Background: an optimization exercise with open tools, aiming at small area, a short achievable clock period and few clock cycles per item. Do not read the settings as production practice. RTL that was checked went through simulation tests only; none was proved equivalent to the original. The RTL of run 1 was laid out without a check of its function. Power figures rest on the tool's default switching activity, not on a simulated workload.

## flow/run.sh

```bash
#!/bin/bash
# Standard ORFS layout (the standard.sh, standard synthesis unchanged), with the timing
# repair aimed below the clock period: repair_timing works until every path has this much
# setup slack at the design's 9.5 ns clock, i.e. a path of at most 9.5 - margin ns.
set -euo pipefail
MARGIN=6.0
bash standard.sh SETUP_SLACK_MARGIN=$MARGIN finish > standard_make.log 2>&1
```

## standard.sh

```bash
#!/bin/bash
# synth_recipe.tcl (not shown) runs the flow's synth.tcl, then flattens the netlist and writes it again
# the make line also repeats each setting of config.mk as NAME=value (left out here)
make -C /OpenROAD-flow-scripts/flow DESIGN_CONFIG=/design/flow/config.mk WORK_HOME=/design/flow/orfs CLKGATE_MAP_FILE= SYNTH_SCRIPT=/design/flow/synth_recipe.tcl "${@:-finish}"
```

## config.mk

```make
export PLATFORM = sky130hd
export DESIGN_NAME = brute_force_matcher
export DESIGN_NICKNAME = brute_force_matcher
export VERILOG_FILES = /design/flow/design.v
export SDC_FILE = /design/flow/constraint.sdc
export NUM_CORES = 4
export LEC_CHECK = 0
export ABC_CLOCK_PERIOD_IN_PS = 3000
export CAP_MARGIN = 20
export CORE_MARGIN = 2
export CORE_UTILIZATION = 40
export SETUP_SLACK_MARGIN = 5
export SLEW_MARGIN = 20
export TNS_END_PERCENT = 100
```

## constraint.sdc

```tcl
create_clock -name core_clock -period 9.5 [get_ports {interface_clk}]
set_input_delay 1.9000 -clock core_clock [delete_from_list [all_inputs] [get_ports {interface_clk}]]
set_output_delay 1.9000 -clock core_clock [all_outputs]
set_load 0.01 [all_outputs]
```

## design.v

```verilog
`timescale 1ns/1ns
module descriptor_dispatch #(
    parameter int MODEL_DEPTH = 16,
    parameter int MAX_OUT     = 3
) (
    input  logic        interface_clk,
    input  logic        rst,
    input  logic        i_load_valid,
    input  logic [72:0] i_load_word,    
    input  logic [1:0]  i_delivered,    
    output logic        o_load_ready,
    output logic        o_wr_en,
    output logic [3:0]  o_wr_addr,
    output logic [63:0] o_wr_desc,
    output logic        o_query_v,      
    output logic [7:0]  o_word_id,
    output logic [63:0] o_word_desc,
    output logic [4:0]  o_model_count   
);
    localparam logic [4:0] FULL_COUNT = 5'(MODEL_DEPTH);
    logic        ready_q;
    logic        accept;
    logic        accept_q;
    logic        query_v;
    logic [7:0]  word_id;
    logic [63:0] word_desc;
    logic [4:0]  model_count;
    logic        port_ptr;
    logic [1:0]  out_cnt [2];
    logic [1:0]  out_cnt_d [2];
    logic        port_ptr_d;
    assign o_load_ready = ready_q;
    assign accept       = i_load_valid & ready_q;
    assign accept_q     = accept & i_load_word[72];
    always_comb begin
        port_ptr_d = port_ptr ^ accept_q;
        for (int e = 0; e < 2; e++) begin
            out_cnt_d[e] = out_cnt[e] + 2'((accept_q && port_ptr == 1'(e)) ? 1 : 0)
                                      - 2'(i_delivered[e] ? 1 : 0);
        end
    end
    always_ff @(posedge interface_clk) begin
        if (rst) begin
            ready_q     <= 1'b1;
            query_v     <= 1'b0;
            port_ptr    <= 1'b0;
            out_cnt[0]  <= '0;
            out_cnt[1]  <= '0;
            model_count <= '0;
        end else begin
            ready_q     <= (out_cnt_d[port_ptr_d] != 2'(MAX_OUT));
            query_v     <= accept_q;
            port_ptr    <= port_ptr_d;
            out_cnt[0]  <= out_cnt_d[0];
            out_cnt[1]  <= out_cnt_d[1];
            if (o_wr_en) begin
                model_count <= model_count + 1'b1;
            end
        end
    end
    always_ff @(posedge interface_clk) begin
        word_id   <= i_load_word[71:64];
        word_desc <= i_load_word[63:0];
    end
    assign o_wr_en       = accept & ~i_load_word[72] & (model_count != FULL_COUNT);
    assign o_wr_addr     = model_count[3:0];
    assign o_wr_desc     = i_load_word[63:0];
    assign o_query_v     = query_v;
    assign o_word_id     = word_id;
    assign o_word_desc   = word_desc;
    assign o_model_count = model_count;
endmodule
`timescale 1ns/1ns
module model_descriptor_memory #(
    parameter int MODEL_DEPTH = 16
) (
    input  logic                      interface_clk,
    input  logic                      i_wr_en,
    input  logic [3:0]                i_wr_addr,
    input  logic [63:0]               i_wr_desc,
    output logic [64*MODEL_DEPTH-1:0] o_models
);
    for (genvar i = 0; i < MODEL_DEPTH; i++) begin : g_entry
        always_ff @(posedge interface_clk) begin
            if (i_wr_en && i_wr_addr == 4'(i)) begin
                o_models[64*i +: 64] <= i_wr_desc;
            end
        end
    end
endmodule
`timescale 1ns/1ns
module bfm_min4 (
    input  logic [27:0] i_dist,    
    input  logic [3:1]  i_valid,   
    output logic [6:0]  o_dist,
    output logic [1:0]  o_index
);
    logic [6:0] d [4];
    logic b10, b20, b30, b21, b31, b32;
    logic w0, w1, w2, w3;
    always_comb begin
        for (int k = 0; k < 4; k++) d[k] = i_dist[7*k +: 7];
    end
    assign b10 = i_valid[1] & (d[1] < d[0]);
    assign b20 = i_valid[2] & (d[2] < d[0]);
    assign b30 = i_valid[3] & (d[3] < d[0]);
    assign b21 = i_valid[2] & (d[2] < d[1]);
    assign b31 = i_valid[3] & (d[3] < d[1]);
    assign b32 = i_valid[3] & (d[3] < d[2]);
    assign w0 = ~b10 & ~b20 & ~b30;
    assign w1 =  b10 & ~b21 & ~b31;
    assign w2 =  b20 &  b21 & ~b32;
    assign w3 =  b30 &  b31 &  b32;
    assign o_dist  = ({7{w0}} & d[0]) | ({7{w1}} & d[1]) | ({7{w2}} & d[2]) | ({7{w3}} & d[3]);
    assign o_index = {w2 | w3, w1 | w3};
endmodule
module memory_read_arbiter #(
    parameter int MODEL_DEPTH = 16
) (
    input  logic                     interface_clk,
    input  logic [7*MODEL_DEPTH-1:0] i_dist,
    input  logic [4:0]               i_model_count,
    output logic [3:0]               o_index,
    output logic [6:0]               o_dist
);
    localparam logic [6:0] NO_MODEL_DIST = 7'h7f;
    logic [6:0] d1 [4];
    logic [1:0] i1 [4];
    for (genvar g = 0; g < 4; g++) begin : g_l1
        bfm_min4 u_min (
            .i_dist  (i_dist[28*g +: 28]),
            .i_valid ({i_model_count > 5'(4*g+3), i_model_count > 5'(4*g+2), i_model_count > 5'(4*g+1)}),
            .o_dist  (d1[g]),
            .o_index (i1[g])
        );
    end
    logic [6:0] d1_q [4];
    logic [1:0] i1_q [4];
    logic [3:1] v_q;
    logic       none_q;
    always_ff @(posedge interface_clk) begin
        for (int g = 0; g < 4; g++) begin
            d1_q[g] <= d1[g];
            i1_q[g] <= i1[g];
        end
        v_q    <= {i_model_count > 5'd12, i_model_count > 5'd8, i_model_count > 5'd4};
        none_q <= (i_model_count == 5'd0);
    end
    logic [6:0] d2;
    logic [1:0] i2;
    bfm_min4 u_min2 (
        .i_dist  ({d1_q[3], d1_q[2], d1_q[1], d1_q[0]}),
        .i_valid (v_q),
        .o_dist  (d2),
        .o_index (i2)
    );
    always_comb begin
        o_index = {i2, i1_q[i2]};
        o_dist  = none_q ? NO_MODEL_DIST : d2;
    end
endmodule
`timescale 1ns/1ns
module match_engine (
    input  logic        interface_clk,
    input  logic [63:0] i_query_desc,
    input  logic [63:0] i_model_desc,
    output logic [6:0]  o_dist
);
    logic [63:0] diff;
    logic [19:0] part_d;
    logic [19:0] part_q;
    logic [6:0]  dist_d;
    assign diff = i_query_desc ^ i_model_desc;
    for (genvar g = 0; g < 4; g++) begin : g_pc
        bfm_popcount16 u_pc (.a(diff[16*g +: 16]), .y(part_d[5*g +: 5]));
    end
    bfm_sum4x5 u_sum (
        .a0 (part_q[4:0]),
        .a1 (part_q[9:5]),
        .a2 (part_q[14:10]),
        .a3 (part_q[19:15]),
        .y  (dist_d)
    );
    always_ff @(posedge interface_clk) begin
        part_q <= part_d;
        o_dist <= dist_d;
    end
endmodule
module bfm_popcount16 (
    input  logic [15:0] a,
    output logic [4:0] y
);
    logic s1, c2, s3, c4, s5, c6, s7, c8, s9, c10, s11, c12, s13, c14, s15, c16, s17, c18, s19, c20, s21, c22, s23, c24, s25, c26, s27, c28, s29, c30;
    assign {c2, s1} = a[0] + a[1] + a[2];
    assign {c4, s3} = a[3] + a[4] + a[5];
    assign {c6, s5} = a[6] + a[7] + a[8];
    assign {c8, s7} = a[9] + a[10] + a[11];
    assign {c10, s9} = a[12] + a[13] + a[14];
    assign {c12, s11} = a[15] + s1 + s3;
    assign {c14, s13} = s5 + s7 + s9;
    assign {c16, s15} = s11 + s13;
    assign {c18, s17} = c2 + c4 + c6;
    assign {c20, s19} = c8 + c10 + c12;
    assign {c22, s21} = c14 + s17 + c16;
    assign {c24, s23} = s19 + s21;
    assign {c26, s25} = c18 + c20 + c22;
    assign {c28, s27} = c24 + s25;
    assign {c30, s29} = c26 + c28;
    assign y[0] = s15;   
    assign y[1] = s23;   
    assign y[2] = s27;   
    assign y[3] = s29;   
    assign y[4] = c30;   
endmodule
module bfm_sum4x5 (
    input  logic [4:0] a0, a1, a2, a3,
    output logic [6:0] y
);
    logic s1, c2, s3, c4, s5, c6, s7, c8, s9, c10, s11, c12, s13, c14, s15, c16, s17, c18;
    assign {c2, s1} = a0[0] + a1[0] + a2[0];
    assign {c4, s3} = a0[1] + a1[1] + a2[1];
    assign {c6, s5} = a3[1] + c2 + s3;
    assign {c8, s7} = a0[2] + a1[2] + a2[2];
    assign {c10, s9} = a3[2] + c4 + s7;
    assign {c12, s11} = a0[3] + a1[3] + a2[3];
    assign {c14, s13} = a3[3] + c8 + s11;
    assign {c16, s15} = a0[4] + a1[4] + a2[4];
    assign {c18, s17} = a3[4] + c12 + s15;
    assign y = {1'b0, c16, c14, c10, c6, s5, a3[0]} + {1'b0, c18, s17, s13, s9, 1'b0, s1};   
endmodule
`timescale 1ns/1ns
module brute_force_matcher (
    input  logic        interface_clk,
    input  logic        rst,
    input  logic        i_load_valid,
    input  logic [72:0] i_load_word,     
    input  logic [1:0]  i_match_ready,
    output logic        o_load_ready,
    output logic [1:0]  o_match_valid,
    output logic [37:0] o_match          
);
    localparam int MODEL_DEPTH = 16;
    logic                      wr_en;
    logic [3:0]                wr_addr;
    logic [63:0]               wr_desc;
    logic                      q0_v;
    logic [7:0]                q0_id;
    logic [63:0]               word_desc;
    logic [4:0]                q0_cnt;
    logic [64*MODEL_DEPTH-1:0] models;
    logic [7*MODEL_DEPTH-1:0]  dists;
    logic [1:0]                delivered;
    assign delivered = o_match_valid & i_match_ready;
    descriptor_dispatch #(
        .MODEL_DEPTH (MODEL_DEPTH),
        .MAX_OUT     (3)
    ) u_dispatch (
        .interface_clk (interface_clk),
        .rst           (rst),
        .i_load_valid  (i_load_valid),
        .i_load_word   (i_load_word),
        .i_delivered   (delivered),
        .o_load_ready  (o_load_ready),
        .o_wr_en       (wr_en),
        .o_wr_addr     (wr_addr),
        .o_wr_desc     (wr_desc),
        .o_query_v     (q0_v),
        .o_word_id     (q0_id),
        .o_word_desc   (word_desc),
        .o_model_count (q0_cnt)
    );
    model_descriptor_memory #(
        .MODEL_DEPTH (MODEL_DEPTH)
    ) u_memory (
        .interface_clk (interface_clk),
        .i_wr_en       (wr_en),
        .i_wr_addr     (wr_addr),
        .i_wr_desc     (wr_desc),
        .o_models      (models)
    );
    for (genvar i = 0; i < MODEL_DEPTH; i++) begin : g_engine
        match_engine u_engine (
            .interface_clk (interface_clk),
            .i_query_desc  (word_desc),
            .i_model_desc  (models[64*i +: 64]),
            .o_dist        (dists[7*i +: 7])
        );
    end
    logic       q1_v, q2_v, q3_v;
    logic [7:0] q1_id, q2_id, q3_id;
    logic [4:0] q1_cnt, q2_cnt;
    always_ff @(posedge interface_clk) begin
        if (rst) begin
            q1_v <= 1'b0;
            q2_v <= 1'b0;
            q3_v <= 1'b0;
        end else begin
            q1_v <= q0_v;
            q2_v <= q1_v;
            q3_v <= q2_v;
        end
    end
    always_ff @(posedge interface_clk) begin
        q1_id  <= q0_id;
        q2_id  <= q1_id;
        q3_id  <= q2_id;
        q1_cnt <= q0_cnt;
        q2_cnt <= q1_cnt;
    end
    logic [3:0] best_index;
    logic [6:0] best_dist;
    memory_read_arbiter #(
        .MODEL_DEPTH (MODEL_DEPTH)
    ) u_select (
        .interface_clk (interface_clk),
        .i_dist        (dists),
        .i_model_count (q2_cnt),
        .o_index       (best_index),
        .o_dist        (best_dist)
    );
    logic        res_port;
    logic [18:0] res;
    assign res = {q3_id, best_index, best_dist};
    always_ff @(posedge interface_clk) begin
        if (rst) begin
            res_port <= 1'b0;
        end else if (q3_v) begin
            res_port <= ~res_port;
        end
    end
    for (genvar e = 0; e < 2; e++) begin : g_port
        logic        push;
        logic        pop;
        logic        out_free;
        logic        moved;
        logic        out_v;
        logic [18:0] out_d;
        logic        s0_v, s1_v;
        logic [18:0] s0_d, s1_d;
        assign push     = q3_v & (res_port == 1'(e));
        assign pop      = out_v & i_match_ready[e];
        assign out_free = ~out_v | pop;
        assign moved    = out_free & s0_v;
        always_ff @(posedge interface_clk) begin
            if (rst) begin
                out_v <= 1'b0;
                s0_v  <= 1'b0;
                s1_v  <= 1'b0;
            end else begin
                out_v <= ~out_free | s0_v | push;
                if (moved) begin
                    s0_v <= s1_v | push;
                    s1_v <= s1_v & push;
                end else if (!(out_free && push)) begin
                    s0_v <= s0_v | push;
                    s1_v <= s1_v | (s0_v & push);
                end
            end
        end
        always_ff @(posedge interface_clk) begin
            if (out_free) begin
                out_d <= s0_v ? s0_d : res;
            end
            if (moved || !s0_v) begin
                s0_d <= (moved && s1_v) ? s1_d : res;
            end
            if (push) begin
                s1_d <= res;
            end
        end
        assign o_match_valid[e]   = out_v;
        assign o_match[19*e +: 19] = out_d;
    end
endmodule
```

==> summary.md, run 1 <==
| Metric | Value |
|---|---|
| Clock power frac | `21.6%` |
| WP data arrival | `between 4 and 5 ns` |
| Core area | `approximately 220,000 um^2` |
| Vias per inst | `between 4 and 5` |
| Starting Density | `40.2%` |
| Final Setup Violations | `0` |
| Clk root buf | `clkbuf_16` |
| Sw Share | `40.8%` |
| RSZ-0062 raised after global routing | `yes` |
| # nets final | `8,088` |
| Setup crit start | `i_load_valid` |
| Post-synth EDFFs | `1,138` |
| Most common cell in the netlist | `edfxtp_1` |
| Vias in the first global route | `50,000` |
| Reg2reg setup slack | `around 6 ns` |
| Period minus WS final | `3.67 ns` |
| First-pass GRT wire length | `367 mm` |
| Worst-Skew Late Latency | `0.86 ns` |
| Routed WL per cell | `roughly 27 um` |
| DRC | `0` |
| Largest net degree at the start of global routing | `66` |
| Net switching power | `~14 mW` |
| Status | `timing/DRC/antenna clean` |
| TritonRoute pass-1 iters | `6` |
| Hold Crit Class | `flip-flop to flip-flop` |
| Post-Syn Area | `slightly below 90,000 um^2` |
| Count of final hold-check violations | `0` |
| R2R cell count | `14` |
| Mean Syn Cell Area | `between 10 and 15 um^2` |
| Post-synth top flop | `edfxtp_1` |
| WL met1 | `approximately 110 mm` |
| Max-Cap Viols | `0` |
| Top-area cell type share of the netlist area | `~39%` |
| Count of cell types in the netlist | `67` |
| Power Dens Cells | `approximately 310 nW/um^2` |
| Pin slew with the least headroom to its limit | `roughly 1.2 ns` |
| Async SR Flop Fraction | `0%` |
| Largest cells by area after synthesis | `edfxtp_1 39%, fa_1 19%, dfxtp_1 14%` |
| CTS tree | `yes` |
| Clk sinks | `around 1,700` |
| Area leader, netlist | `edfxtp_1` |
| Crit start category | `primary input` |
| RePlAce Congestion | `between 0.9 and 1` |
| Worst reg2reg path startpoint | `u_dispatch.word_desc[32]` |
| CTS H-Tree Depth | `4` |
| Cell count after synthesis | `about 6,000` |
| Die Y | `~470 um` |
| All-layer global routing usage | `23.5%` |
| Crit path required time | `9.96 ns` |
| Sequential share of the synthesized area | `between 50% and 60%` |
| Input/output buffers | `118` |
| First DRT Iteration DRCs | `between 4,000 and 5,000` |
| Initial antenna violation count | `35` |
| Clock buffer depth | `3` |
| Combinational share of power | `a little under half` |
| Clock transition at the registers of the reported paths | `~0.06 ns` |
| Register share of total power | `a little under a third` |
| Final Util | `50.6%` |
| Post-DP HPWL | `approximately 170 mm` |
| Highest Clock Rate | `between 0.2 and 0.3 GHz` |
| Flops & latches, synth | `between 1,500 and 2,000` |
| Met2 WL | `127 mm` |
| Syn-to-layout area delta | `25.9%` |
| Synth top cells by count | `1,138 x edfxtp_1, 1,070 x xnor2_1, 848 x fa_1` |
| Setup TNS | `0 ns` |
| Setup crit end kind | `flip-flop` |
| Worst slew margin | `17.6%` |
| Crit path to | `u_memory.o_models[456]` |
| Pwr Total | `roughly 34 mW` |
| Post-route ant nets | `0` |
| Clock Skews | `roughly 0.077 ns` |
| Share of cells above drive strength 1 | `between 20% and 30%` |
| Metal3 WL | `around 18 mm` |
| Static leakage | `43.2 nW` |
| Fin area | `around 110,000 um^2` |
| Fin crit share | `between 30% and 40%` |
| Remaining Overflow, GRT | `0` |
| Max VDD drop | `roughly 0.48 mV` |
| Die span in x | `between 400 and 500 um` |
| Synth warnings | `15` |
| CTS Hold Bufs | `0` |
| Total Wirelength | `roughly 260 mm` |
| Post-placement cell area | `approximately 93,000 um^2` |
| Reg-to-Reg End | `g_engine[12].u_engine.part_q[14]` |
| I/O pins | `between 100 and 150` |
| WS Path Type | `primary input to flip-flop` |
| Syn_nets | `about 7,500` |
| Highest metal used | `met5` |
| Num CTS Buffers | `approximately 190` |
| Routed via count | `48,000` |
| Num rows | `172` |
| DIE AREA | `roughly 220,000 um^2` |
| Crit Path Max Fanout | `64` |
| Max-slew violations | `0` |
| Internal power | `between 20 and 25 mW` |
-- sequential cells by signal, summed over array words and instances, names as in the netlist, 28 cells and up --
name and flops:
g_port.out_d 38, g_port.s0_d 38, u_dispatch.word_desc 64, g_engine.u_engine.o_dist 112, u_select.d1_q 28, g_engine.u_engine.part_q 320, u_memory.o_models 1024, g_port.s1_d 38
-- timing repair --
item / 4_1_cts / 5_1_grt
setup endpoints to repair: 1269 / 674
pin swaps: 378 / 431
endpoints found under the hold margin: 0 / 0
cloned: 37 / 5
gates resized for setup: 851 / 491
buffers inserted: 280 / 98
-- cell type report --
type,count,area [um^2]
antenna,16,40.0
clock buffer,264,5320
clock inverter,92,932
fill,18100,108000
inverter,831,3130
multi-input combinational,3289,44400
sequential,1738,46400
tap,2871,3590
timing repair buffer,571,7240
timing repair inverter,2,10.0
-- power groups by stage --
| stage | combinational [mW] | clock, mW | sequential, mW |
|---|---|---|---|
| after global routing | 17.4 | 7.76 | 10.9 |
| final | 15.8 | 7.34 | 10.8 |
| after detailed placement | 14.1 | 0 | 11.1 |
| after CTS | 15.2 | 7.44 | 10.8 |
| after floorplan | 8.54 | 0 | 10.0 |
| after global placement | 14.0 | 0 | 11.1 |
-- routing by layer --
layer	track usage, %	vias to the layer above
li1	-	21000
met1	31.0	24900
met2	39.3	1680
met3	3.88	357
met4	7.83	6
met5	0	-
-- cell usage in the layout (no fill, tap or decap), types with 16 or more instances in the layout --
cell             netlist  final
diode_2                0     16
clkdlybuf4s50_1        0     67
a21o_1                51     51
clkinv_2               0     43
ha_4                   0     99
clkbuf_8               0     29
fa_1                 848    764
a211oi_1              20     20
xor2_1                27     27
buf_4                  3    190
buf_12                 0    152
inv_2                  0    166
xnor2_1             1070    686
buf_8                  0     24
clkbuf_1             145     44
dfxtp_4                0     58
nor2_1                68     63
mux2_2                20     20
clkbuf_16              0    193
nand2b_1              50     50
a22o_1                16     16
dfxtp_1              600    536
a31oi_1               29     29
ha_2                   0     88
and2_4                 0     26
nor2b_1               49     47
fa_2                   0     84
o21ai_0               48     48
inv_1                831    663
nand2_1              116    115
xnor2_2                0    270
buf_6                  1     65
dlygate4sd2_1          0     41
a21oi_1               96     96
edfxtp_1            1138   1138
a221o_1               23     23
buf_16                 0     19
ha_1                 542    355
xnor2_4                0    114
-- worst min-delay path by stage --
| stage | from | depth (start not counted) | end |
|---|---|---|---|
| after global routing | q1_cnt[1] | 0 | q2_cnt[1] |
| after global placement | q1_id[7] | 0 | q2_id[7] |
| after floorplan | u_dispatch.word_id[0] | 0 | q1_id[0] |
| after detailed placement | q2_id[0] | 0 | q3_id[0] |
| after CTS | q1_cnt[1] | 0 | q2_cnt[1] |
| final | q1_cnt[1] | 0 | q2_cnt[1] |
-- cell families (layout without fill, tap and decap cells) --
family                     count (synthesis)  count (layout)  synth area share (%)
DFF                                     1738            1738                  52.4
and+or+nand+nor                          367             387                  2.13
other                                      0              16                     0
AOI/OAI and AO/OA                        394             394                  3.15
muxes                                     21              21                 0.267
buffers and inverters                    988            1760                  4.24
adders and majority gates               1390            1390                  26.9
xor gates and xnor gates                1097            1097                  10.9
-- critical path, stage by stage --
cell             delay [ns]
clkdlybuf4s50_1        0.52
nand2_4                0.07
nor2_4                 0.09
buf_12                 0.15
nand2_1                0.06
nor2_1                 0.34
and2_4                 0.87
-- stage by stage --
step                instances  hold slack, ns  setup WS (ns)
global route             9664           0.292           5.73
finish                   9674           0.296           5.83
floorplan                5995           0.310           5.07
detailed placement       8882           0.312           4.65
CTS                      9555           0.292           5.88
global placement         8881           0.312           4.73
==> run 2, diff against run 1 <==
--- a/design.v
+++ b/design.v
@@ -9,8 +9,7 @@
     input  logic [72:0] i_load_word,    
     input  logic [1:0]  i_delivered,    
     output logic        o_load_ready,
-    output logic        o_wr_en,
-    output logic [3:0]  o_wr_addr,
+    output logic [MODEL_DEPTH-1:0] o_wr_en,    
     output logic [63:0] o_wr_desc,
     output logic        o_query_v,      
     output logic [7:0]  o_word_id,
@@ -25,6 +24,8 @@
     logic [7:0]  word_id;
     logic [63:0] word_desc;
     logic [4:0]  model_count;
+    logic [MODEL_DEPTH-1:0] wr_slot;    
+    logic        wr_model;
     logic        port_ptr;
     logic [1:0]  out_cnt [2];
     logic [1:0]  out_cnt_d [2];
@@ -47,14 +48,16 @@
             out_cnt[0]  <= '0;
             out_cnt[1]  <= '0;
             model_count <= '0;
+            wr_slot     <= MODEL_DEPTH'(1);
         end else begin
             ready_q     <= (out_cnt_d[port_ptr_d] != 2'(MAX_OUT));
             query_v     <= accept_q;
             port_ptr    <= port_ptr_d;
             out_cnt[0]  <= out_cnt_d[0];
             out_cnt[1]  <= out_cnt_d[1];
-            if (o_wr_en) begin
+            if (wr_model && model_count != FULL_COUNT) begin
                 model_count <= model_count + 1'b1;
+                wr_slot     <= wr_slot << 1;
             end
         end
     end
@@ -62,8 +65,8 @@
         word_id   <= i_load_word[71:64];
         word_desc <= i_load_word[63:0];
     end
-    assign o_wr_en       = accept & ~i_load_word[72] & (model_count != FULL_COUNT);
-    assign o_wr_addr     = model_count[3:0];
+    assign wr_model      = accept & ~i_load_word[72];
+    assign o_wr_en       = {MODEL_DEPTH{wr_model}} & wr_slot;
     assign o_wr_desc     = i_load_word[63:0];
     assign o_query_v     = query_v;
     assign o_word_id     = word_id;
@@ -75,14 +78,13 @@
     parameter int MODEL_DEPTH = 16
 ) (
     input  logic                      interface_clk,
-    input  logic                      i_wr_en,
-    input  logic [3:0]                i_wr_addr,
+    input  logic [MODEL_DEPTH-1:0]    i_wr_en,     
     input  logic [63:0]               i_wr_desc,
     output logic [64*MODEL_DEPTH-1:0] o_models
 );
     for (genvar i = 0; i < MODEL_DEPTH; i++) begin : g_entry
         always_ff @(posedge interface_clk) begin
-            if (i_wr_en && i_wr_addr == 4'(i)) begin
+            if (i_wr_en[i]) begin
                 o_models[64*i +: 64] <= i_wr_desc;
             end
         end
@@ -172,13 +174,15 @@
     logic [6:0]  dist_d;
     assign diff = i_query_desc ^ i_model_desc;
     for (genvar g = 0; g < 4; g++) begin : g_pc
-        bfm_popcount16 u_pc (.a(diff[16*g +: 16]), .y(part_d[5*g +: 5]));
+        bfm_popcount13 u_pc (.a(diff[13*g +: 13]), .y(part_d[4*g +: 4]));
     end
-    bfm_sum4x5 u_sum (
-        .a0 (part_q[4:0]),
-        .a1 (part_q[9:5]),
-        .a2 (part_q[14:10]),
-        .a3 (part_q[19:15]),
+    bfm_popcount12 u_pc4 (.a(diff[63:52]), .y(part_d[19:16]));
+    bfm_sum5x4 u_sum (
+        .a0 (part_q[3:0]),
+        .a1 (part_q[7:4]),
+        .a2 (part_q[11:8]),
+        .a3 (part_q[15:12]),
+        .a4 (part_q[19:16]),
         .y  (dist_d)
     );
     always_ff @(posedge interface_clk) begin
@@ -186,47 +190,64 @@
         o_dist <= dist_d;
     end
 endmodule
-module bfm_popcount16 (
-    input  logic [15:0] a,
-    output logic [4:0] y
+module bfm_popcount13 (
+    input  logic [12:0] a,
+    output logic [3:0] y
 );
-    logic s1, c2, s3, c4, s5, c6, s7, c8, s9, c10, s11, c12, s13, c14, s15, c16, s17, c18, s19, c20, s21, c22, s23, c24, s25, c26, s27, c28, s29, c30;
+    logic s1, c2, s3, c4, s5, c6, s7, c8, s9, c10, s11, c12, s13, c14, s15, c16, s17, c18, s19, c20;
     assign {c2, s1} = a[0] + a[1] + a[2];
     assign {c4, s3} = a[3] + a[4] + a[5];
     assign {c6, s5} = a[6] + a[7] + a[8];
     assign {c8, s7} = a[9] + a[10] + a[11];
-    assign {c10, s9} = a[12] + a[13] + a[14];
-    assign {c12, s11} = a[15] + s1 + s3;
-    assign {c14, s13} = s5 + s7 + s9;
-    assign {c16, s15} = s11 + s13;
-    assign {c18, s17} = c2 + c4 + c6;
-    assign {c20, s19} = c8 + c10 + c12;
-    assign {c22, s21} = c14 + s17 + c16;
-    assign {c24, s23} = s19 + s21;
-    assign {c26, s25} = c18 + c20 + c22;
-    assign {c28, s27} = c24 + s25;
-    assign {c30, s29} = c26 + c28;
-    assign y[0] = s15;   
-    assign y[1] = s23;   
-    assign y[2] = s27;   
-    assign y[3] = s29;   
-    assign y[4] = c30;   
+    assign {c10, s9} = a[12] + s1 + s3;
+    assign {c12, s11} = s5 + s7 + s9;
+    assign {c14, s13} = c2 + c4 + c6;
+    assign {c16, s15} = c8 + c10 + s13;
+    assign {c18, s17} = c12 + s15;
+    assign {c20, s19} = c14 + c16 + c18;
+    assign y[0] = s11;   
+    assign y[1] = s17;   
+    assign y[2] = s19;   
+    assign y[3] = c20;   
 endmodule
-module bfm_sum4x5 (
-    input  logic [4:0] a0, a1, a2, a3,
+module bfm_popcount12 (
+    input  logic [11:0] a,
+    output logic [3:0] y
+);
+    logic s1, c2, s3, c4, s5, c6, s7, c8, s9, c10, s11, c12, s13, c14, s15, c16, s17, c18, s19, c20;
+    assign {c2, s1} = a[0] + a[1] + a[2];
+    assign {c4, s3} = a[3] + a[4] + a[5];
+    assign {c6, s5} = a[6] + a[7] + a[8];
+    assign {c8, s7} = a[9] + a[10] + a[11];
+    assign {c10, s9} = s1 + s3 + s5;
+    assign {c12, s11} = s7 + s9;
+    assign {c14, s13} = c2 + c4 + c6;
+    assign {c16, s15} = c8 + c10 + s13;
+    assign {c18, s17} = c12 + s15;
+    assign {c20, s19} = c14 + c16 + c18;
+    assign y[0] = s11;   
+    assign y[1] = s17;   
+    assign y[2] = s19;   
+    assign y[3] = c20;   
+endmodule
+module bfm_sum5x4 (
+    input  logic [3:0] a0, input  logic [3:0] a1, input  logic [3:0] a2, input  logic [3:0] a3, input  logic [3:0] a4,
     output logic [6:0] y
 );
-    logic s1, c2, s3, c4, s5, c6, s7, c8, s9, c10, s11, c12, s13, c14, s15, c16, s17, c18;
+    logic s1, c2, s3, c4, s5, c6, s7, c8, s9, c10, s11, c12, s13, c14, s15, c16, s17, c18, s19, c20, s21, c22, s23, c24;
     assign {c2, s1} = a0[0] + a1[0] + a2[0];
-    assign {c4, s3} = a0[1] + a1[1] + a2[1];
-    assign {c6, s5} = a3[1] + c2 + s3;
-    assign {c8, s7} = a0[2] + a1[2] + a2[2];
-    assign {c10, s9} = a3[2] + c4 + s7;
-    assign {c12, s11} = a0[3] + a1[3] + a2[3];
-    assign {c14, s13} = a3[3] + c8 + s11;
-    assign {c16, s15} = a0[4] + a1[4] + a2[4];
-    assign {c18, s17} = a3[4] + c12 + s15;
-    assign y = {1'b0, c16, c14, c10, c6, s5, a3[0]} + {1'b0, c18, s17, s13, s9, 1'b0, s1};   
+    assign {c4, s3} = a3[0] + a4[0] + s1;
+    assign {c6, s5} = a0[1] + a1[1] + a2[1];
+    assign {c8, s7} = a3[1] + a4[1] + c2;
+    assign {c10, s9} = s5 + c4 + s7;
+    assign {c12, s11} = a0[2] + a1[2] + a2[2];
+    assign {c14, s13} = a3[2] + a4[2] + c6;
+    assign {c16, s15} = s11 + c8 + s13;
+    assign {c18, s17} = a0[3] + a1[3] + a2[3];
+    assign {c20, s19} = a3[3] + a4[3] + c12;
+    assign {c22, s21} = s17 + c14 + s19;
+    assign {c24, s23} = c18 + c20 + c22;
+    assign y = {1'b0, c24, s23, c16, c10, s9, s3} + {1'b0, 1'b0, 1'b0, s21, s15, 1'b0, 1'b0};   
 endmodule
 `timescale 1ns/1ns
 module brute_force_matcher (
@@ -240,8 +261,7 @@
     output logic [37:0] o_match          
 );
     localparam int MODEL_DEPTH = 16;
-    logic                      wr_en;
-    logic [3:0]                wr_addr;
+    logic [MODEL_DEPTH-1:0]    wr_en;
     logic [63:0]               wr_desc;
     logic                      q0_v;
     logic [7:0]                q0_id;
@@ -262,7 +282,6 @@
         .i_delivered   (delivered),
         .o_load_ready  (o_load_ready),
         .o_wr_en       (wr_en),
-        .o_wr_addr     (wr_addr),
         .o_wr_desc     (wr_desc),
         .o_query_v     (q0_v),
         .o_word_id     (q0_id),
@@ -274,7 +293,6 @@
     ) u_memory (
         .interface_clk (interface_clk),
         .i_wr_en       (wr_en),
-        .i_wr_addr     (wr_addr),
         .i_wr_desc     (wr_desc),
         .o_models      (models)
     );
==> run.sh (new file) <==
#!/bin/bash
# synth_recipe.tcl (not shown) runs the flow's synth.tcl, then flattens the netlist and writes it again
# the make line also repeats each setting of config.mk as NAME=value (left out here)
make -C /OpenROAD-flow-scripts/flow DESIGN_CONFIG=/design/flow/config.mk WORK_HOME=/design/flow/orfs CLKGATE_MAP_FILE= SYNTH_SCRIPT=/design/flow/synth_recipe.tcl finish
removed: flow/run.sh
removed: standard.sh
==> summary.md, run 2 <==
| Metric | Value |
|---|---|
| Gates resized, CTS repair | `0` |
| Worst reg2reg path startpoint | `u_dispatch.word_desc[17]` |
| WHS Path Cells | `0` |
| RePlAce Congestion | `between 0.9 and 1` |
| DRC | `0` |
| Routed via count | `between 40,000 and 50,000` |
| Async SR Flop Fraction | `0%` |
| Count of final hold-check violations | `0` |
| Static leakage | `roughly 37 nW` |
| Max-Cap Viols | `0` |
| Highest Clock Rate | `roughly 0.26 GHz` |
| Crit start category | `primary input` |
| TritonRoute pass-1 iters | `7` |
| Slowest CP cell | `nand3_1` |
| Hold endpoint | `q1_id[7]` |
| Routed WL per cell | `about 25 um` |
| Max VDD drop | `just under 0.3 mV` |
| Top Registers | `u_memory.o_models x1024, g_engine.u_engine.part_q x320, g_engine.u_engine.o_dist x112` |
| CTS Hold Bufs | `0` |
| Status | `timing/DRC/antenna clean` |
| Crit Path Max Fanout | `24` |
| Fin crit share | `between 40 and 50%` |
| Setup TNS | `0 ns` |
| Post-DP HPWL | `162 mm` |
| Crit path required time | `10.06 ns` |
| CP bufs+invs | `2` |
| Post-synth EDFFs | `between 1,000 and 1,500` |
| Share of cells above drive strength 1 | `a little over 8%` |
| Die Y | `between 400 and 500 um` |
| Die span in x | `around 470 um` |
| Commonest non-fill, non-tap cell in the layout | `edfxtp_1` |
| CTS H-Tree Depth | `4` |
| WS Path Type | `primary input to flip-flop` |
| Cell count after synthesis | `5,752` |
| Post-placement cell area | `91,100 um^2` |
| Clock Skews | `approximately 0.057 ns` |
| Num rows | `170` |
| Clock buffer depth | `3` |
| Sequential share of the synthesized area | `53.8%` |
| Hold Slack | `between 0.3 and 0.4 ns` |
| I/O pins | `around 120` |
| Period minus WS final | `around 3.9 ns` |
| Clk sinks | `about 1,800` |
| Largest net degree at the start of global routing | `65` |
| Area leader, netlist | `edfxtp_1` |
| Post-route ant nets | `0` |
| Vias per inst | `4.81` |
| Initial antenna violation count | `20` |
| Final Setup Violations | `0` |
| Top-area cell type share of the netlist area | `approximately 40%` |
| All-layer global routing usage | `a little over a fifth` |
| Count of cell types in the netlist | `73` |
| Starting Density | `a little over 40%` |
| Final setup margin | `around 5.6 ns` |
| WP data arrival | `roughly 4.5 ns` |
| Most common cell in the netlist | `edfxtp_1` |
| Post-CTS setup buffers | `0` |
| Worst slew margin | `between 20% and 30%` |
| Most frequent cells in the layout | `1,138 x edfxtp_1, 1,058 x xnor2_1, 912 x fa_1` |
| # fillers | `approximately 19,000` |
| Input/output buffers | `between 100 and 150` |
| Fin area | `approximately 98,000 um^2` |
| Vias in the first global route | `approximately 46,000` |
| Remaining Overflow, GRT | `0` |
| Clock transition at the registers of the reported paths | `roughly 0.06 ns` |
| Synth warnings | `15` |
| First-pass GRT wire length | `roughly 330 mm` |
| CTS tree | `yes` |
| Flops & latches, synth | `approximately 1,800` |
| Post-synth top flop | `edfxtp_1` |
| Synth top cells by count | `1,138 x edfxtp_1, 1,058 x xnor2_1, 912 x fa_1` |
| Mean Syn Cell Area | `approximately 15 um^2` |
| Syn_nets | `around 7,000` |
| Reg2reg setup slack | `~5.9 ns` |
| Reg-to-Reg End | `g_engine[11].u_engine.part_q[6]` |
| Power Dens Cells | `approximately 320 nW/um^2` |
| Worst-Skew Late Latency | `0.84 ns` |
| Pin slew with the least headroom to its limit | `1.19 ns` |
| Hold Crit Class | `flip-flop to flip-flop` |
| Min-delay src | `u_dispatch.word_id[7]` |
| RSZ-0062 raised after global routing | `no` |
| Largest cells by area after synthesis | `edfxtp_1 40%, fa_1 21%, dfxtp_1 14%` |
| Core area | `approximately 210,000 um^2` |
| Worst path cell trace | `clkdlybuf4s50_1 -> nor2b_1 -> inv_1 -> nand3_1 -> mux2_2` |
| Clk root buf | `clkbuf_16` |
| DIE AREA | `between 200,000 and 250,000 um^2` |
| Max-slew violations | `0` |
| Total Wirelength | `between 200 and 250 mm` |
| R2R cell count | `8` |
| Crit path max-delay family | `buffers and inverters` |
| Pre-CTS setup slack | `about 4.7 ns` |
| Post-Syn Area | `roughly 86,000 um^2` |
| Syn-to-layout area delta | `13.1%` |
| Max incr delay on CP | `slightly above 0.8 ns` |
| Setup crit end kind | `flip-flop` |
| Max reg flops | `around 1,000` |
| Largest Register | `u_memory.o_models` |
| Num CTS Buffers | `between 150 and 200` |
| First DRT Iteration DRCs | `between 3,000 and 4,000` |
| # nets final | `~7,300` |
==> run 2: changes by cell type in the layout (fill, tap and decap cells not counted), sizes merged, moves of 30 or more <==
cell	delta
buf	-382
ha	-226
fa	+64
a21oi	-50
clkdlybuf4s50	+42
dlygate4sd2	-41
inv	+41
mux2	+30
==> run 2: stage by stage <==
stage | total power, mW | util, % | cells
5_1_grt | 33.5 | 45.5 | 9011
2_1_floorplan | 17.9 | - | 5752
4_1_cts | 31.6 | 45.5 | 8976
3_5_place_dp | 23.9 | 42.4 | 8619
3_3_place_gp | 23.6 | 42.5 | 8619
6_report | 31.4 | 45.6 | 9016
==> run 2: cells by family (layout without fill, tap and decap cells) <==
family                   after synthesis  in the layout  synth area share (%)
AO/OA/AOI/OAI                        290            290                  2.50
XOR/XNOR                            1065           1065                  10.8
adder cells (fa/ha/maj)             1228           1228                  25.7
buffers and inverters               1029           1417                  4.50
flip-flops                          1754           1754                  53.8
multiplexers                          66             66                 0.841
other                                  0             38                     0
AND/OR/NAND/NOR                      320            320                  1.86
==> run 2: how the worst max path moves through the flow <==
stage / startpoint / endpoint / cells past startpoint
after floorplan: i_load_valid / u_memory.o_models[100] / 4
after global placement: i_match_ready[1] / g_port[1].s0_d[4] / 5
after detailed placement: i_match_ready[1] / g_port[1].s0_d[2] / 5
after CTS: i_match_ready[1] / g_port[1].s0_d[2] / 5
after global routing: i_match_ready[1] / g_port[1].s0_d[2] / 5
final: i_match_ready[1] / g_port[1].s0_d[2] / 5
==> run 2: cell type report <==
class	instances	area [um^2]	area share [%]
flip-flops and latches	1754	46500	47.6
multi-input cells	2969	36100	36.9
clock buffers	279	5620	5.75
well taps	2838	3550	3.63
inverters	873	3280	3.35
repair buffers	187	1690	1.73
clock inverters	78	901	0.921
diodes	38	95.1	0.0973
==> run 2: worst register-to-register path: stages, from the launching register on <==
cell and delay, ns:
dfxtp_1 0.68, buf_4 0.39, xnor2_1 0.18, fa_1 0.48
fa_1 0.56, inv_1 0.05, fa_1 0.39, ha_1 0.22
fa_1 0.53
==> run 2: where the power goes <==
part           switching (mW)  total, mW  internal, mW
Sequential               1.12       10.6          9.47
Combinational            7.90       13.3          5.37
Clock                    3.15       7.58          4.43
==> run 2: routing by layer <==
metal / share of wire [%] / vias to the layer above / track usage, %
met5: 0.0031 / - / 0
li1: - / 19100 / -
met2: 50 / 1240 / 36.5
met1: 41 / 22700 / 27.5
met3: 5.0 / 295 / 2.81
met4: 3.5 / 2 / 7.26
Testbench counts of run 2, summed over its fixed seeds: cycles 1,360, queries 1,024.
==> run 3, diff against run 2 <==
==> flow/run.sh (new file) <==
#!/bin/bash
# Layout flow: the standard synthesis, then a netlist clean-up of adder polarities
# (flow/fa_polarity.py: drops the inverters synthesis leaves between adder cells; registers
# and all other cells unchanged), then the standard ORFS steps from floorplan to finish,
# with the timing repair aimed below the clock period (SETUP_SLACK_MARGIN).
set -euo pipefail
MARGIN=6.0
R=orfs/results/sky130hd/brute_force_matcher/base
bash standard.sh synth > make_synth.log 2>&1
cp $R/1_2_yosys.v $R/1_2_yosys_std.v
python3 flow/fa_polarity.py $R/1_2_yosys_std.v $R/1_2_yosys.v > fa_polarity.log 2>&1
rm -f $R/1_synth.odb $R/1_synth.sdc
bash standard.sh SETUP_SLACK_MARGIN=$MARGIN finish > make_finish.log 2>&1
==> flow/fa_polarity.py (new file) <==
#!/usr/bin/env python3
"""Drop the inverters that synthesis leaves around adder cells in a flat sky130hd netlist.

Yosys's extract_fa often builds full adders on complemented signals and puts inverters
between them. A full adder is self-dual, FA(~a,~b,~c) = (~sum, ~carry), so any adder can
be computed in the complemented polarity; XOR/XNOR gates and half adders can absorb the
polarity of their inputs and give either polarity at their outputs by changing gate type
(xor2<->xnor2, and a half adder split into an xor/xnor gate and an and/nand/nor/or-type gate).
This script chooses a polarity for every adder (local search that minimises the number of
nets that still need an inverted copy), rewires, and keeps one inverter per net whose
complement is still needed. Registers, ports and all other cells are left as they are, so the
netlist is logically the same design with the same registers.

usage: fa_polarity.py IN.v OUT.v
"""
import random
import re
import sys

OUT_PINS = {"X", "Y", "Q", "Q_N", "SUM", "COUT", "HI", "LO"}
LIB = "sky130_fd_sc_hd__"


def parse(text):
    pat = re.compile(r"(sky130_fd_sc_hd__\w+)\s+(\S+)\s*\((.*?)\);", re.S)
    m = re.search(r"^\s*sky130_fd_sc_hd__\w+\s+\S+\s*\(", text, re.M)
    head, body = text[:m.start()], text[m.start():]
    end = body.rfind("endmodule")
    tail, body = body[end:], body[:end]
    cells = []
    for cm in pat.finditer(body):
        pins = [[pm.group(1), pm.group(2).strip()]
                for pm in re.finditer(r"\.(\w+)\(\s*(.*?)\s*\)\s*(?:,|$)", cm.group(3), re.S)]
        cells.append({"type": cm.group(1), "name": cm.group(2), "pins": pins})
    if pat.sub("", body).strip():
        raise SystemExit("fa_polarity: unexpected text between cells")
    return head, cells, tail


def kind(t):
    t = t[len(LIB):]
    if re.match(r"(clk)?inv_\d+$", t):
        return "inv"
    if re.match(r"fa_\d+$", t):
        return "fa"
    if re.match(r"ha_\d+$", t):
        return "ha"
    if re.match(r"x(n)?or2_\d+$", t):
        return "xor2"
    return "other"


def is_const(n):
    return re.match(r"^\d+'[bhd]", n) is not None


def main():
    head, cells, tail = parse(open(sys.argv[1]).read())
    outports = set()
    for m in re.finditer(r"^\s*output\s+(\[(\d+):(\d+)\]\s+)?(\S+);", head, re.M):
        if m.group(1):
            a, b = int(m.group(2)), int(m.group(3))
            outports.update(f"{m.group(4)}[{i}]" for i in range(min(a, b), max(a, b) + 1))
        else:
            outports.add(m.group(4))
    for c in cells:
        c["kind"] = kind(c["type"])
    driver, loads = {}, {}
    for ci, c in enumerate(cells):
        for pi, (p, n) in enumerate(c["pins"]):
            if p in OUT_PINS:
                driver[n] = (ci, p)
            else:
                loads.setdefault(n, []).append((ci, pi))

    adderish = {"fa", "ha", "xor2"}

    def dkind(n):
        d = driver.get(n)
        return cells[d[0]]["kind"] if d else None

    removable = set()
    for ci, c in enumerate(cells):
        if c["kind"] != "inv":
            continue
        pins = dict(c["pins"])
        a, y = pins["A"], pins["Y"]
        if y in outports or is_const(a) or y not in loads:
            continue
        if dkind(a) in adderish or any(cells[l[0]]["kind"] in adderish for l in loads[y]):
            removable.add(ci)

    def literal(n):
        par = 0
        for _ in range(8):
            d = driver.get(n)
            if d is None or d[0] not in removable:
                break
            n = dict(cells[d[0]]["pins"])["A"]
            par ^= 1
        return n, par

    # cells whose polarity we may change
    def fa_ok(ci):
        pins = dict(cells[ci]["pins"])
        return not any(is_const(pins[p]) for p in ("A", "B", "CIN")) and \
            pins["SUM"] not in outports and pins["COUT"] not in outports
    flippable = {ci for ci, c in enumerate(cells) if c["kind"] == "fa" and fa_ok(ci)}
    free_src = set()   # nets whose driver can give either polarity
    free_cells = set()
    for ci, c in enumerate(cells):
        if c["kind"] in ("xor2", "ha"):
            pins = dict(c["pins"])
            if any(is_const(pins[p]) for p in ("A", "B")):
                continue
            outs = [n for p, n in c["pins"] if p in OUT_PINS]
            if any(n in outports for n in outs):
                continue
            free_cells.add(ci)
            free_src.update(outs)

    # strict uses: (cell, pin index, src, parity); cell None for an output port
    strict, soft = [], []
    for ci, c in enumerate(cells):
        if ci in removable:
            continue
        for pi, (p, n) in enumerate(c["pins"]):
            if p in OUT_PINS or is_const(n):
                continue
            src, par = literal(n)
            (soft if ci in free_cells else strict).append((ci, pi, src, par))
    for n in outports:
        src, par = literal(n)
        if src != n:
            strict.append((None, n, src, par))
    by_src = {}
    for u in strict:
        by_src.setdefault(u[2], []).append(u)
    cell_srcs = {}
    for u in strict:
        if u[0] is not None:
            cell_srcs.setdefault(u[0], set()).add(u[2])

    flip = {ci: 0 for ci in flippable}

    def ph_fixed(n):
        d = driver.get(n)
        return flip.get(d[0], 0) if d else 0

    def wants(u):
        ci, _, src, par = u
        return par ^ (flip.get(ci, 0) if ci is not None else 0)

    def net_cost(n):
        us = by_src.get(n)
        if not us:
            return 0
        w = {wants(u) for u in us}
        if n in free_src:
            return 1 if len(w) == 2 else 0
        return 1 if (w - {ph_fixed(n)}) else 0

    def touched(ci):
        nets = set(cell_srcs.get(ci, ()))
        pins = dict(cells[ci]["pins"])
        nets.add(pins["SUM"])
        nets.add(pins["COUT"])
        return nets

    nets_all = list(by_src)
    before = sum(net_cost(n) for n in nets_all)
    rng = random.Random(1)
    order = sorted(flippable)
    best_cost, best_flip = before, dict(flip)
    for restart in range(6):
        if restart:
            for ci in order:
                flip[ci] = rng.randint(0, 1) if restart > 2 else best_flip[ci] ^ (rng.random() < 0.1)
        for _ in range(30):
            changed = False
            rng.shuffle(order)
            for ci in order:
                nets = touched(ci)
                c0 = sum(net_cost(n) for n in nets)
                flip[ci] ^= 1
                c1 = sum(net_cost(n) for n in nets)
                if c1 < c0 or (c1 == c0 and rng.random() < 0.3):
                    changed = changed or c1 < c0
                else:
                    flip[ci] ^= 1
            if not changed:
                break
        cost = sum(net_cost(n) for n in nets_all)
        if cost < best_cost:
            best_cost, best_flip = cost, dict(flip)
    flip.update(best_flip)

    # physical polarity of every source net
    phys = {}
    for n in set(by_src) | free_src:
        if n in free_src:
            us = by_src.get(n, [])
            w = [wants(u) for u in us]
            phys[n] = 1 if (w and sum(w) * 2 > len(w)) else 0
        else:
            phys[n] = ph_fixed(n)

    def ph(n):
        return phys.get(n, ph_fixed(n))

    inv_net, new_cells, new_wires = {}, [], []

    def inverted(n):
        if n not in inv_net:
            w = f"_fapol_{len(inv_net)}_"
            inv_net[n] = w
            new_wires.append(w)
            new_cells.append({"type": LIB + "inv_1", "name": f"_fapol_inv_{len(inv_net)}_",
                              "pins": [["A", n], ["Y", w]], "kind": "inv"})
        return inv_net[n]

    for u in strict:
        ci, pi, src, par = u
        need = wants(u) ^ ph(src)
        if ci is None:
            new_cells.append({"type": LIB + ("inv_1" if need else "buf_1"), "name": f"_fapol_port_{len(new_cells)}_",
                              "pins": [["A", src], ["Y" if need else "X", pi]], "kind": "other"})
        else:
            cells[ci]["pins"][pi][1] = inverted(src) if need else src
    # free cells: connect sources directly, fix gate types
    soft_by_cell = {}
    for (ci, pi, src, par) in soft:
        soft_by_cell.setdefault(ci, {})[cells[ci]["pins"][pi][0]] = (src, par ^ ph(src))
    replaced = {}
    for ci in free_cells:
        c = cells[ci]
        pins = dict(c["pins"])
        ins = soft_by_cell.get(ci, {})
        a, ia = ins.get("A", (pins["A"], 0))
        b, ib = ins.get("B", (pins["B"], 0))
        drive = c["type"].rsplit("_", 1)[1]
        if c["kind"] == "xor2":
            out = pins["X"] if "X" in pins else pins["Y"]
            k = 1 if "xnor" in c["type"] else 0
            kk = k ^ ia ^ ib ^ ph(out)
            t = "xnor2_" if kk else "xor2_"
            replaced[ci] = [{"type": LIB + t + drive, "name": c["name"],
                             "pins": [["A", a], ["B", b], ["Y" if kk else "X", out]]}]
        else:
            s, co = pins["SUM"], pins["COUT"]
            hs, hc = ph(s), ph(co)
            if not (ia or ib or hs or hc):
                c["pins"] = [["A", a], ["B", b], ["COUT", co], ["SUM", s]]
                continue
            sx = ia ^ ib ^ hs
            cs = [{"type": LIB + ("xnor2_1" if sx else "xor2_1"), "name": c["name"] + "_s",
                   "pins": [["A", a], ["B", b], ["Y" if sx else "X", s]]}]
            # carry = (a^ia) & (b^ib), delivered as carry ^ hc
            if ia == ib:
                if ia == 0:
                    t, p = ("nand2_1", "Y") if hc else ("and2_1", "X")
                else:
                    t, p = ("or2_1", "X") if hc else ("nor2_1", "Y")
                cs.append({"type": LIB + t, "name": c["name"] + "_c", "pins": [["A", a], ["B", b], [p, co]]})
            else:
                x, y = (a, b) if ia else (b, a)       # carry = ~x & y
                if hc:
                    cs.append({"type": LIB + "or2b_1", "name": c["name"] + "_c",
                               "pins": [["A", x], ["B_N", y], ["X", co]]})
                else:
                    cs.append({"type": LIB + "nor2b_1", "name": c["name"] + "_c",
                               "pins": [["A", x], ["B_N", y], ["Y", co]]})
            replaced[ci] = cs
    kept = []
    for ci, c in enumerate(cells):
        if ci in removable:
            continue
        kept.extend(replaced.get(ci, [c]))
    kept.extend(new_cells)
    out = [head.rstrip("\n")] + [f"  wire {w};" for w in new_wires]
    for c in kept:
        out.append(f"  {c['type']} {c['name']} (")
        out.append(",\n".join(f"    .{p}({n}{' ' if n.startswith(chr(92)) else ''})" for p, n in c["pins"]))
        out.append("  );")
    out.append(tail)
    open(sys.argv[2], "w").write("\n".join(out))
    sys.stderr.write(f"fa_polarity: {len(flippable)} adders ({sum(flip.values())} flipped), "
                     f"{len(free_cells)} xor/half-adder cells ({len(replaced)} retyped), "
                     f"inverters: {len(removable)} removed, {len(inv_net)} added; "
                     f"complemented nets {before} -> {best_cost}\n")


if __name__ == "__main__":
    main()
==> standard.sh (new file) <==
#!/bin/bash
# synth_recipe.tcl (not shown) runs the flow's synth.tcl, then flattens the netlist and writes it again
# the make line also repeats each setting of config.mk as NAME=value (left out here)
make -C /OpenROAD-flow-scripts/flow DESIGN_CONFIG=/design/flow/config.mk WORK_HOME=/design/flow/orfs CLKGATE_MAP_FILE= SYNTH_SCRIPT=/design/flow/synth_recipe.tcl "${@:-finish}"
removed: run.sh
==> summary.md, run 3 <==
| Metric | Value |
|---|---|
| Status | `timing/DRC/antenna clean` |
| All-layer global routing usage | `between 20% and 30%` |
| Cell count after synthesis | `5,265` |
| First DRT Iteration DRCs | `roughly 3,600` |
| RePlAce Congestion | `roughly 0.9` |
| Vias per inst | `just under 5` |
| Worst-Skew Late Latency | `around 0.85 ns` |
| Most frequent cells in the layout | `1,138 x edfxtp_1, 912 x fa_1, 724 x xor2_1` |
| Largest net degree at the start of global routing | `65` |
| Post-DP HPWL | `roughly 160 mm` |
| Die Y | `~460 um` |
| Max-slew violations | `0` |
| Pin slew with the least headroom to its limit | `between 1 and 1.5 ns` |
| Num rows | `between 150 and 200` |
| Crit path required time | `between 9 and 10 ns` |
| Clock transition at the registers of the reported paths | `0.07 ns` |
| Top Registers | `u_memory.o_models x1024, g_engine.u_engine.part_q x320, g_engine.u_engine.o_dist x112` |
| Max-Cap Viols | `0` |
| Input/output buffers | `~120` |
| Commonest non-fill, non-tap cell in the layout | `edfxtp_1` |
| CTS tree | `yes` |
| Syn-to-layout area delta | `13.5%` |
| Post-placement cell area | `89,000 um^2` |
| Power Dens Cells | `roughly 330 nW/um^2` |
| Total Wirelength | `roughly 230 mm` |
| Num CTS Buffers | `189` |
| Syn_nets | `approximately 6,300` |
| Hold Crit Class | `flip-flop to flip-flop` |
| Crit start category | `primary input` |
| DRC | `0` |
| Clk root buf | `clkbuf_16` |
| WS Path Type | `primary input to flip-flop` |
| Clock Skews | `between 0.05 and 0.06 ns` |
| Post-route ant nets | `0` |
| Clk sinks | `1,754` |
| Post-Syn Area | `84,300 um^2` |
| Worst slew margin | `22.2%` |
| Starting Density | `between 40 and 50%` |
| Share of cells above drive strength 1 | `a little under a tenth` |
| Die span in x | `roughly 460 um` |
| CTS Hold Bufs | `0` |
| Routed via count | `around 42,000` |
| Period minus WS final | `between 3 and 4 ns` |
| Remaining Overflow, GRT | `0` |
| Static leakage | `roughly 34 nW` |
| Largest Register | `u_memory.o_models` |
| Setup crit end kind | `flip-flop` |
| Routed WL per cell | `26.6 um` |
| Mean Syn Cell Area | `approximately 16 um^2` |
| WP data arrival | `approximately 4.0 ns` |
| Core area | `210,000 um^2` |
| Final Setup Violations | `0` |
| # nets final | `6,582` |
| First-pass GRT wire length | `~320 mm` |
| Fin area | `about 96,000 um^2` |
| I/O pins | `between 100 and 150` |
| Max VDD drop | `between 0.3 and 0.4 mV` |
| Hold Slack | `~0.32 ns` |
| Initial antenna violation count | `3` |
| Synth warnings | `15` |
| RSZ-0062 raised after global routing | `yes` |
| DIE AREA | `roughly 210,000 um^2` |
| Fin crit share | `a little under two fifths` |
| Crit Path Max Fanout | `between 60 and 70` |
| Clock buffer depth | `3` |
| Highest Clock Rate | `about 0.28 GHz` |
| Post-CTS setup buffers | `0` |
| Count of final hold-check violations | `0` |
| Max reg flops | `1,024` |
| CTS H-Tree Depth | `4` |
| Vias in the first global route | `43,600` |
| Setup TNS | `0 ns` |
| TritonRoute pass-1 iters | `5` |
-- run 3: power by group --
part,switching [mW],internal [mW]
Sequential,1.65,9.47
Clock,3.13,4.39
Combinational,7.07,5.41
-- run 3: worst max-delay path, stage by stage --
cell             delay, ns
clkdlybuf4s50_1       0.58
nand2_8               0.09
nor2_1                0.09
buf_4                 0.29
and2_4                0.83
-- run 3: metrics by stage --
stage / worst slack, ns / util (%) / cells / power, mW
2_1_floorplan: 5.60 / - / 5265 / 18.0
3_3_place_gp: 4.94 / 42.5 / 8108 / 23.3
3_5_place_dp: 4.93 / 42.5 / 8108 / 23.6
4_1_cts: 6.00 / 45.6 / 8467 / 31.2
5_1_grt: 5.88 / 45.6 / 8472 / 33.0
6_report: 5.92 / 45.6 / 8474 / 31.1
-- run 3: per-layer routing --
metal	wire length (um)	vias up	global-route usage, %
li1	-	18100	-
met1	93600	22000	28.2
met2	111000	1251	35.5
met3	13300	280	3.71
met4	7050	0	6.00
met5	0	-	0
-- run 3: cell type report --
| cell class | count | area [um^2] |
|---|---|---|
| clock buffers | 284 | 5780 |
| well taps | 2805 | 3510 |
| diodes | 2 | 5.00 |
| repair buffers | 198 | 1780 |
| inverters | 163 | 616 |
| fillers | 18000 | 114000 |
| clock inverters | 75 | 716 |
| flip-flops and latches | 1754 | 46600 |
| multi-input cells | 3193 | 36700 |
-- run 3: worst paths after layout --
check	startpoint	end	slack, ns	cells past startpoint
max	i_load_valid	u_memory.o_models[371]	5.92	5
min	q1_id[7]	q2_id[7]	0.32	0
max reg2reg	u_dispatch.word_desc[44]	g_engine[6].u_engine.part_q[14]	6.13	7
min reg2reg	q1_id[7]	q2_id[7]	0.32	0
-- run 3: repair_timing --
action / 4_1_cts / 5_1_grt
gates cloned: 0 / 1
endpoints found under the setup margin: 319 / 395
pin swaps: 0 / 7
gates resized for setup: 72 / 16
==> run 4, diff against run 3 <==
==> flow/run.sh (replaced) <==
#!/bin/bash
# Layout flow: the standard synthesis, then a netlist clean-up of adder polarities
# (flow/fa_polarity.py: drops the inverters synthesis leaves between adder cells; registers
# and all other cells unchanged), then the standard ORFS steps from floorplan to finish,
# with the timing repair aimed below the clock period (SETUP_SLACK_MARGIN) and every
# port buffered with buf_4.
set -euo pipefail
MARGIN=6.2
R=orfs/results/sky130hd/brute_force_matcher/base
bash standard.sh synth > make_synth.log 2>&1
cp $R/1_2_yosys.v $R/1_2_yosys_std.v
python3 flow/fa_polarity.py $R/1_2_yosys_std.v $R/1_2_yosys.v > fa_polarity.log 2>&1
rm -f $R/1_synth.odb $R/1_synth.sdc
bash standard.sh SETUP_SLACK_MARGIN=$MARGIN "BUFFER_PORTS_ARGS=-buffer_cell sky130_fd_sc_hd__buf_4" finish > make_finish.log 2>&1
--- a/config.mk
+++ b/config.mk
@@ -8,7 +8,7 @@
 export ABC_CLOCK_PERIOD_IN_PS = 3000
 export CAP_MARGIN = 20
 export CORE_MARGIN = 2
-export CORE_UTILIZATION = 40
+export CORE_UTILIZATION = 60
 export SETUP_SLACK_MARGIN = 5
 export SLEW_MARGIN = 20
 export TNS_END_PERCENT = 100
==> summary.md, run 4 <==
| Metric | Value |
|---|---|
| Routed WL per cell | `~29 um` |
| Clock buffer depth | `3` |
| Core area | `between 100,000 and 150,000 um^2` |
| Clock power frac | `22.8%` |
| Crit start category | `flip-flop` |
| Net switching power | `11.9 mW` |
| Total Wirelength | `about 220 mm` |
| Commonest non-fill, non-tap cell in the layout | `edfxtp_1` |
| Sw Share | `between 30 and 40%` |
| Routed via count | `roughly 42,000` |
| Worst slew margin | `between 20% and 30%` |
| Post-route ant nets | `0` |
| Setup crit start | `g_engine[0].u_engine.part_q[6]` |
| Synth warnings | `15` |
| Die Y | `approximately 380 um` |
| Combinational share of power | `approximately two fifths` |
| Hold Crit Class | `flip-flop to flip-flop` |
| First DRT Iteration DRCs | `around 3,600` |
| Die span in x | `379 um` |
| Count of final hold-check violations | `0` |
| I/O pins | `119` |
| Fin area | `94,100 um^2` |
| Highest Clock Rate | `~0.30 GHz` |
| Setup crit end kind | `flip-flop` |
| Register share of total power | `a little over a third` |
| Post-Syn Area | `approximately 84,000 um^2` |
| # fillers | `9,747` |
| Internal power | `approximately 19 mW` |
| # nets final | `6,580` |
| Crit path to | `g_engine[0].u_engine.o_dist[5]` |
| Initial antenna violation count | `5` |
| Final Setup Violations | `0` |
| Mean Syn Cell Area | `16.0 um^2` |
| Worst reg2reg path startpoint | `g_engine[0].u_engine.part_q[6]` |
| TritonRoute pass-1 iters | `6` |
| Most frequent cells in the layout | `1,138 x edfxtp_1, 908 x fa_1, 723 x xor2_1` |
| Vias per inst | `5.51` |
| Power Dens Cells | `329 nW/um^2` |
| CTS H-Tree Depth | `4` |
| Clk root buf | `clkbuf_16` |
| Cell count after synthesis | `between 5,000 and 6,000` |
| Post-placement cell area | `slightly below 90,000 um^2` |
| R2R cell count | `7` |
| WS Path Type | `flip-flop to flip-flop` |
| Static leakage | `approximately 34 nW` |
| Share of cells above drive strength 1 | `11.2%` |
| Reg-to-Reg End | `g_engine[0].u_engine.o_dist[5]` |
| Hold Slack | `around 0.32 ns` |
| Starting Density | `a little over 60%` |
| Post-DP HPWL | `about 150 mm` |
| Largest net degree at the start of global routing | `65` |
| CTS tree | `yes` |
| DRC | `0` |
| Num rows | `between 100 and 150` |
| Max-slew violations | `0` |
| Num CTS Buffers | `~180` |
| Max-Cap Viols | `0` |
| Syn-to-layout area delta | `11.7%` |
| First-pass GRT wire length | `between 300 and 400 mm` |
| Top Registers | `u_memory.o_models x1024, g_engine.u_engine.part_q x320, g_engine.u_engine.o_dist x112` |
| Input/output buffers | `118` |
| Status | `timing/DRC/antenna clean` |
| WP data arrival | `4.01 ns` |
| Vias in the first global route | `roughly 43,000` |
| Worst-Skew Late Latency | `~0.80 ns` |
| Crit path required time | `between 10 and 15 ns` |
| CTS Hold Bufs | `0` |
| Reg2reg setup slack | `between 6 and 7 ns` |
| RePlAce Congestion | `~0.94` |
| Pwr Total | `~31 mW` |
| Period minus WS final | `3.30 ns` |
| Crit Path Max Fanout | `2` |
| Syn_nets | `~6,300` |
| Remaining Overflow, GRT | `0` |
| Clock Skews | `roughly 0.025 ns` |
| Fin crit share | `a little over a third` |
| All-layer global routing usage | `between 30% and 40%` |
| Setup TNS | `0 ns` |
| Clock transition at the registers of the reported paths | `~0.06 ns` |
| RSZ-0062 raised after global routing | `yes` |
| Max VDD drop | `about 0.34 mV` |
| Pin slew with the least headroom to its limit | `1.18 ns` |
| DIE AREA | `143,000 um^2` |
| Largest Register | `u_memory.o_models` |
| Max reg flops | `1,024` |
| Clk sinks | `between 1,500 and 2,000` |
==> run 4: how the worst min path moves through the flow <==
| stage | from | endpoint | cells past startpoint |
|---|---|---|---|
| after floorplan | u_dispatch.word_id[0] | q1_id[0] | 0 |
| after global placement | q1_id[5] | q2_id[5] | 0 |
| after detailed placement | q1_cnt[2] | q2_cnt[2] | 0 |
| after CTS | q2_id[3] | q3_id[3] | 0 |
| after global routing | q1_cnt[2] | q2_cnt[2] | 0 |
| final | q2_id[3] | q3_id[3] | 0 |
==> run 4: per-stage QoR <==
stage / util (%) / cells / setup slack (ns)
2_1_floorplan: - / 5265 / 5.60
3_3_place_gp: 62.7 / 7157 / 5.20
3_5_place_dp: 62.7 / 7157 / 5.17
4_1_cts: 67.1 / 7494 / 6.18
5_1_grt: 67.5 / 7529 / 6.15
6_report: 67.5 / 7534 / 6.20
==> run 4: metal layers <==
metal | vias to the layer above | GRT usage, % | part of all wire, % | routed length (um)
li1 | 18100 | - | - | -
met1 | 21700 | 41.3 | 40 | 86400
met3 | 333 | 5.21 | 6.5 | 14200
met2 | 1383 | 50.9 | 49 | 105000
met4 | 0 | 13.6 | 5.0 | 10800
met5 | - | 0 | 0 | 0
==> run 4: worst max-delay path, stage by stage (launching register included) <==
cell and delay (ns):
dfxtp_1 0.61, fa_1 0.66, fa_1 0.55, fa_1 0.43
fa_1 0.59, inv_1 0.08, nor2_1 0.13, xor2_1 0.15
==> run 4: power groups by stage <==
stage               sequential, mW  clock (mW)  combinational [mW]
finish                        11.1        7.06                12.8
floorplan                     10.4           0                7.65
global route                  11.2        7.45                14.1
global placement              11.3           0                12.2
CTS                           11.1        7.16                12.6
detailed placement            11.3           0                12.5
==> run 4: area by class of cell <==
type | count | area, um^2 | share of cell area, %
multi-input cells | 3192 | 36700 | 39.0
clock inverters | 71 | 647 | 0.687
clock buffers | 266 | 5360 | 5.69
inverters | 163 | 616 | 0.654
well taps | 1876 | 2350 | 2.49
flip-flops and latches | 1754 | 46600 | 49.5
repair buffers | 207 | 1880 | 1.99
diodes | 5 | 12.5 | 0.0133
==> run 4: timing repair <==
item	CTS	global route
resized for setup	55	38
pin swaps	0	0
setup buffers	0	32
endpoints found under the setup margin	613	30

what the ideal ports hide:
The flow's constraints put no driver on any port. The routed layouts listed below were extracted and timed again, unchanged, in two steps. Step 1 sets driving cells, clkbuf_16 on the clock port and buf_2 on the other inputs (assumed; they add their load-dependent delay and slew). Step 2 times the ports against the registers' clock, not the clock port: input delays grow and output delays shrink by t, the midpoint of the rising clock arrivals with the driver on. Three values: ideal, step 1, step 2; two values: the first two.
run	shift t [ns]	setup WS [ns]	worst setup path after step 2
run 1	0.917	5.825 / 5.880 / 4.973	input to register
run 2	0.893	5.591 / 5.650 / 4.757	input to register
run 3	0.917	5.920 / 5.971 / 5.054	input to register
run 4	0.874	6.198 / 6.174 / 5.452	input to register
After both steps every run listed still meets setup and hold. For run 3, which loses most, drivers alone change the setup slack by +0.051 ns; drivers and shift together by -0.866 ns.
